Source: an optimization exercise on an open RTL-to-GDS flow (aim: a short achievable clock period). Production flows keep margins and buffers that such runs may drop. In this exercise RTL edits were held to simulation tests only and were not proved equivalent to the original. Power figures rest on the tool's default switching activity, not on a simulated workload.

$ cat design/flow/run.sh
#!/bin/bash
# synth_recipe.tcl (not shown) runs the flow's synth.tcl, then flattens the netlist and writes it again
# the make line also repeats each setting of config.mk as NAME=value (left out here)
make -C /OpenROAD-flow-scripts/flow DESIGN_CONFIG=/design/flow/config.mk WORK_HOME=/design/flow/orfs CLKGATE_MAP_FILE= SYNTH_SCRIPT=/design/flow/synth_recipe.tcl finish
$ cat design/flow/constraint.sdc
create_clock -name core_clock -period 7.0 [get_ports {CLOCK}]
set_input_delay 1.4000 -clock core_clock [delete_from_list [all_inputs] [get_ports {CLOCK}]]
set_output_delay 1.4000 -clock core_clock [all_outputs]
set_load 0.01 [all_outputs]
$ cat design/flow/design.v
package npc_pkg;
    localparam logic [1:0] KIND_BRANCH = 2'b00;
    localparam logic [1:0] KIND_JUMP   = 2'b01;
    localparam logic [1:0] KIND_CALL   = 2'b10;
    localparam logic [1:0] KIND_RETURN = 2'b11;
    localparam logic [1:0] CTR_SNT = 2'b00;
    localparam logic [1:0] CTR_WNT = 2'b01;
    localparam logic [1:0] CTR_WT  = 2'b10;
    localparam logic [1:0] CTR_ST  = 2'b11;
    function automatic logic [1:0] satInc(input logic [1:0] ctr);
        satInc = (ctr == CTR_ST) ? CTR_ST : ctr + 2'd1;
    endfunction
    function automatic logic [1:0] satDec(input logic [1:0] ctr);
        satDec = (ctr == CTR_SNT) ? CTR_SNT : ctr - 2'd1;
    endfunction
endpackage
module return_address_stack #(
    parameter int RAS_DEPTH  = 4,
    parameter int ADDR_WIDTH = 32
) (
    input  logic                  clock,
    input  logic                  reset,
    input  logic                  push,
    input  logic                  pop,
    input  logic [ADDR_WIDTH-1:0] pushData,
    output logic [ADDR_WIDTH-1:0] top,
    output logic                  empty
);
    localparam int PTRW = (RAS_DEPTH > 1) ? $clog2(RAS_DEPTH) : 1;
    localparam int CNTW = $clog2(RAS_DEPTH + 1);
    localparam logic [PTRW-1:0] LAST_SLOT = PTRW'(RAS_DEPTH - 1);
    localparam logic [CNTW-1:0] FULL_COUNT = CNTW'(RAS_DEPTH);
    logic [ADDR_WIDTH-1:0] stackMem [RAS_DEPTH];
    logic [PTRW-1:0]       writePtr;    
    logic [CNTW-1:0]       count;
    logic [PTRW-1:0]       ptrInc;
    logic [PTRW-1:0]       ptrDec;
    assign ptrInc = (writePtr == LAST_SLOT) ? '0 : writePtr + 1'b1;
    assign ptrDec = (writePtr == '0) ? LAST_SLOT : writePtr - 1'b1;
    assign top   = stackMem[ptrDec];
    assign empty = (count == '0);
    always_ff @(posedge clock or posedge reset) begin
        if (reset) begin
            writePtr <= '0;
            count    <= '0;
        end else if (push) begin
            writePtr <= ptrInc;
            if (count != FULL_COUNT) begin
                count <= count + 1'b1;
            end
        end else if (pop && !empty) begin
            writePtr <= ptrDec;
            count    <= count - 1'b1;
        end
    end
    always_ff @(posedge clock) begin
        if (push) begin
            stackMem[writePtr] <= pushData;
        end
    end
endmodule
module next_pc_predictor #(
    parameter int                    ADDR_WIDTH  = 32,
    parameter int                    BTB_ENTRIES = 16,
    parameter int                    RAS_DEPTH   = 4,
    parameter logic [ADDR_WIDTH-1:0] RESET_PC    = 'h0040_0000
) (
    input  logic                  CLOCK,
    input  logic                  RESET,
    input  logic                  Stall_IN,
    output logic [ADDR_WIDTH-1:0] FetchAddress_OUT,
    output logic                  PredictedTaken_OUT,
    output logic [ADDR_WIDTH-1:0] PredictedTarget_OUT,
    input  logic                  Update_IN,
    input  logic [ADDR_WIDTH-1:0] UpdateAddress_IN,
    input  logic                  UpdateTaken_IN,
    input  logic [ADDR_WIDTH-1:0] UpdateTarget_IN,
    input  logic [1:0]            UpdateKind_IN,
    input  logic                  Mispredict_IN,
    input  logic [ADDR_WIDTH-1:0] RedirectAddress_IN
);
    localparam int IDXW = $clog2(BTB_ENTRIES);
    localparam int TAGW = ADDR_WIDTH - IDXW - 2;
    logic [ADDR_WIDTH-1:0] pc;
    logic                  btbValid  [BTB_ENTRIES];
    logic [TAGW-1:0]       btbTag    [BTB_ENTRIES];
    logic [ADDR_WIDTH-1:0] btbTarget [BTB_ENTRIES];
    logic [1:0]            btbKind   [BTB_ENTRIES];
    logic [1:0]            btbCtr    [BTB_ENTRIES];
    logic [IDXW-1:0]       lookupIdx;
    logic [TAGW-1:0]       lookupTag;
    logic [IDXW-1:0]       updIdx;
    logic [TAGW-1:0]       updTag;
    logic                  lookupHit;
    logic                  updHit;
    logic [1:0]            lookupKind;
    logic [ADDR_WIDTH-1:0] pcPlus4;
    logic                  advance;
    logic                  rasPush;
    logic                  rasPop;
    logic [ADDR_WIDTH-1:0] rasTop;
    logic                  rasEmpty;
    assign lookupIdx = pc[IDXW+1:2];
    assign lookupTag = pc[ADDR_WIDTH-1:IDXW+2];
    assign updIdx    = UpdateAddress_IN[IDXW+1:2];
    assign updTag    = UpdateAddress_IN[ADDR_WIDTH-1:IDXW+2];
    assign lookupHit  = btbValid[lookupIdx] && (btbTag[lookupIdx] == lookupTag);
    assign updHit     = btbValid[updIdx] && (btbTag[updIdx] == updTag);
    assign lookupKind = btbKind[lookupIdx];
    assign pcPlus4    = pc + ADDR_WIDTH'(4);
    always_comb begin
        PredictedTaken_OUT  = 1'b0;
        PredictedTarget_OUT = pcPlus4;
        if (lookupHit && (lookupKind != npc_pkg::KIND_BRANCH || btbCtr[lookupIdx][1])) begin
            PredictedTaken_OUT = 1'b1;
            if (lookupKind == npc_pkg::KIND_RETURN && !rasEmpty) begin
                PredictedTarget_OUT = rasTop;
            end else begin
                PredictedTarget_OUT = btbTarget[lookupIdx];
            end
        end
    end
    assign FetchAddress_OUT = pc;
    assign advance = !Stall_IN && !Mispredict_IN;
    assign rasPush = advance && PredictedTaken_OUT && (lookupKind == npc_pkg::KIND_CALL);
    assign rasPop  = advance && PredictedTaken_OUT && (lookupKind == npc_pkg::KIND_RETURN);
    return_address_stack #(
        .RAS_DEPTH  (RAS_DEPTH),
        .ADDR_WIDTH (ADDR_WIDTH)
    ) u_ras (
        .clock    (CLOCK),
        .reset    (RESET),
        .push     (rasPush),
        .pop      (rasPop),
        .pushData (pcPlus4),
        .top      (rasTop),
        .empty    (rasEmpty)
    );
    always_ff @(posedge CLOCK or posedge RESET) begin
        if (RESET) begin
            pc <= RESET_PC;
        end else if (Mispredict_IN) begin
            pc <= RedirectAddress_IN;
        end else if (!Stall_IN) begin
            pc <= PredictedTarget_OUT;
        end
    end
    always_ff @(posedge CLOCK or posedge RESET) begin
        if (RESET) begin
            for (int i = 0; i < BTB_ENTRIES; i++) begin
                btbValid[i] <= 1'b0;
                btbCtr[i]   <= npc_pkg::CTR_WNT;
            end
        end else if (Update_IN) begin
            if (UpdateTaken_IN) begin
                btbValid[updIdx] <= 1'b1;
                btbCtr[updIdx]   <= updHit ? npc_pkg::satInc(btbCtr[updIdx]) : npc_pkg::CTR_WT;
            end else if (updHit) begin
                btbCtr[updIdx] <= npc_pkg::satDec(btbCtr[updIdx]);
            end
        end
    end
    always_ff @(posedge CLOCK) begin
        if (Update_IN && UpdateTaken_IN) begin
            btbTag[updIdx]    <= updTag;
            btbTarget[updIdx] <= UpdateTarget_IN;
            btbKind[updIdx]   <= UpdateKind_IN;
        end
    end
endmodule
$ cat design/flow/config.mk
export PLATFORM = sky130hd
export DESIGN_NAME = next_pc_predictor
export DESIGN_NICKNAME = next_pc_predictor
export VERILOG_FILES = /design/flow/design.v
export SDC_FILE = /design/flow/constraint.sdc
export NUM_CORES = 4
export LEC_CHECK = 0
export CAP_MARGIN = 20
export CORE_MARGIN = 2
export CORE_UTILIZATION = 40
export SLEW_MARGIN = 20
==> run summary <==
==> metal layers <==
metal / part of all wire, % / global-route usage [%] / wire [um]
met1: 40 / 31.7 / 61000
met2: 48 / 37.5 / 72900
met3: 8.7 / 4.60 / 13100
met4: 2.9 / 7.42 / 4320
met5: 0.032 / 0 / 48
==> worst max-delay path: stages, from the launching register on <==
cell             delay (ns)
dfrtp_4                0.65
buf_4                  0.35
nor2b_1                0.22
buf_4                  0.32
a22oi_1                0.16
o22ai_1                0.46
or4b_2                 0.24
nand2_1                0.06
or4_1                  0.42
or4_4                  0.54
buf_12                 0.20
mux2_1                 0.48
clkdlybuf4s50_1        0.52
==> Yosys cell counts, drive strengths merged, types with 4 or more instances <==
library cell	instances
o21ai	33
o32ai	5
and2	6
nor2	73
dfrtp	68
a21oi	29
nand4	9
xor2	27
clkbuf	91
nand2b	12
a221oi	19
xnor2	50
nand3	24
buf	86
dfstp	17
a22o	28
and4	7
nand2	94
mux4	360
a211oi	18
a221o	31
mux2i	139
nor3	20
edfxtp	1088
ha	8
and3	18
a32oi	4
nor4	9
or2	19
mux2	104
nor2b	12
o22ai	17
inv	24
a31oi	6
o2111ai	4
o31ai	5
a22oi	45
==> logic make-up (layout without fill, tap and decap cells) <==
| family | count (synthesis) | count (layout) |
|---|---|---|
| xor gates and xnor gates | 77 | 77 |
| muxes | 603 | 603 |
| and+or+nand+nor | 318 | 318 |
| AOI/OAI and AO/OA | 280 | 280 |
| buffers and inverters | 202 | 526 |
| other | 0 | 3 |
| adders and majority gates | 9 | 9 |
| DFF | 1173 | 1173 |
==> flip-flops by register name, summed over array words and instances (netlist names) <==
signal and cells:
btbKind 32, btbCtr 32, btbTarget 512, u_ras.stackMem 128, u_ras.writePtr 2, pc 32, btbValid 16, u_ras.count 3
btbTag 416
==> timing repair <==
item / CTS / global route
setup buffers: 0 / 5
endpoints found under the hold margin: 0 / 0
endpoints found under the setup margin: 0 / 18
gates resized for setup: 0 / 3
==> where the power goes <==
part	internal (mW)	switching (mW)	leakage [nW]
Combinational	0.871	1.09	6.47
Clock	3.79	2.73	1.93
Sequential	7.82	0.157	10.8
==> area by class of cell <==
| class | count | area share [%] |
|---|---|---|
| clock buffers | 135 | 5.10 |
| inverters | 25 | 0.167 |
| flip-flops and latches | 1173 | 58.9 |
| well taps | 1650 | 3.49 |
| multi-input cells | 1287 | 26.0 |
| diodes | 3 | 0.0127 |
| clock inverters | 82 | 1.65 |
| repair buffers | 284 | 4.74 |
==> path summary, 6_finish.rpt <==
path | to | cells after the start | start
setup / recovery | PredictedTarget_OUT[3] | 12 | pc[4]
hold / removal | btbValid[1] | 1 | btbValid[1]
setup reg to reg | u_ras.count[2] | 17 | pc[4]
hold reg to reg | btbValid[1] | 1 | btbValid[1]
max in group asynchronous | btbCtr[5][1] | 3 | RESET
min in group asynchronous | pc[23] | 2 | RESET
==> impl_metrics.csv <==
group,metric,value,unit
outcome,status,"no timing/DRC/antenna violations",
timing,rsz0062_at_grt,"no",
timing,finalSetupViolations,0,
clocking,clk_latency,0.76,ns
power,power-per-cell-area,278,nW/um2
synth,synth_fa_ha_area_share,0.236,%
timing,fmax,0.145,GHz
critical_path,rrSetupSlack,1.46,ns
clocking,htree_num_levels,3,
synth,yosys-top-cells-area,"edfxtp_1 64%, mux4_2 16%, dfrtp_1 3.3%",
power,p_total,16.5,mW
finish,final_area,59200,um2
placement,placed_area,55100,um2
finish,mostFrequentLayoutCell,"edfxtp_1",
critical_path,cp.arrival,5.49,ns
timing,slew_violations,0,
detailed_routing,first_iter_violations,3925,
synth,synthSimpleGateAreaFrac,3.08,%
synth,synth_top_family_by_area,"multiplexers",
timing,fin_skew,0.0768,ns
synth,synthMuxAreaShare,21.0,%
finish,postLayoutCoreUtil,47.0,%
worst_hold_path,min_path_type,"flop to flop",
synth,synth-seq-cells,1173,
timing,maxSlewHeadroom,26.3,%
finish,stdcell_count,4639,
clocking,cts.hold.buffers_added,0,
synth,synth_cells,2662,
detailed_routing,route.detailed.drc,0,
die,rows,130,
finish,fillers,10500,
detailed_routing,wl_per_cell,32.6,um
critical_path,cp-start-kind,"flop",
power,power_leakage,19.2,nW
finish,ff_latch_area,34800,um2
die,die_h,361,um
die,start_util,40.4,%
synth,syn_nets,2775,
synth,synth_ff_type,"edfxtp_1",
critical_path,critPathMaxFanout,48,
synth,synth_enable_flop_cells,1088,
synth,synth_compound_area_share,4.19,%
synth,yosys_warnings,4,
finish,layout-drive-gt1-share,27.1,%
finish,multi_input_area,15400,um2
grt,grt_max_degree,65,
die,die-area,130000,um2
die,pin_count,169,
placement,numPortBuffers,166,
grt,grt_pass1_vias,28900,
grt,grt_antenna_before_repair,9,
synth,syn_area_per_cell,19.1,um2
clocking,cts_tree,"yes",
detailed_routing,drt-vias-per-instance,6.13,
critical_path,critPathKind,"flop to output pin",
grt,gr-total-overflow,0,
timing,hold_viol,0,
synth,ys_async_sr_fraction,7.25,%
timing,finalWorstSetupSlack,0.113,ns
finish,final_nets,3000,
synth,synth_xor_xnor_area_share,1.32,%
clocking,clockRootBuffer,"clkbuf_16",
flow_run,cap_violations,0,
finish,final_cell_mix,"1088 x edfxtp_1, 360 x mux4_2, 162 x clkdlybuf4s50_1, 139 x mux2i_1, 118 x clkbuf_16",
timing,tightest_slew,1.11,ns
grt,grt_usage,23.2,%
finish,area_delta_synth_final,16.2,%
synth,ys_seq_area_share,68.4,%
placement,place_inst,4414,
die,core,126000,um2
detailed_routing,drt_pass1_iterations,8,
timing,fin_crit,6.89,ns
grt,grt_pass1_wl,216000,um
placement,hpwl,92400,um
detailed_routing,wl,151000,um
power,vdd_drop_max,0.219,mV
timing,whs,0.498,ns
die,die_x,361,um
placement,place_ws,0.793,ns
synth,synth_area,50900,um2
detailed_routing,vias,28400,
critical_path,end_kind,"output pin",
clocking,cts_buffer_depth,3,
placement,globalplace.congestion,0.865,
timing,post-route-period-util,98.4,%
synth,netlist-cell-type-count,72,
clocking,clkTransAtPathRegs,0.06,ns
synth,synth_top_cell_by_area,"edfxtp_1",
detailed_routing,antenna_left,0,
critical_path,required,5.60,ns
clocking,cts_made_buffers,116,
timing,tns,0,ns
clocking,clock-sinks,1173,
synth,yosys.area.top_type_share,64.2,%

==> re-timing with driven ports <==
Ports are ideal in the flow. The routed layout listed here was re-timed in OpenROAD.
Step 1, drivers: a clkbuf_16 drives CLOCK and a buf_2 each remaining input, both assumed.
Step 2 moves the port delays by t, midway between the first and last clock arrival at a register: inputs arrive t later, outputs are due t later. That takes back most of the time a late clock gives input paths.
Slacks: no drivers / after step 1 / after step 2; pairs: no drivers / after step 1.
t, ns: 0.795
setup slack, ns: 0.113 / 0.041 / 0.735
worst data-port slew with drivers (ns): 0.16
After both steps setup and hold are still met in this run. For this run, drivers alone change the setup slack by -0.072 ns; drivers and shift together by +0.622 ns.
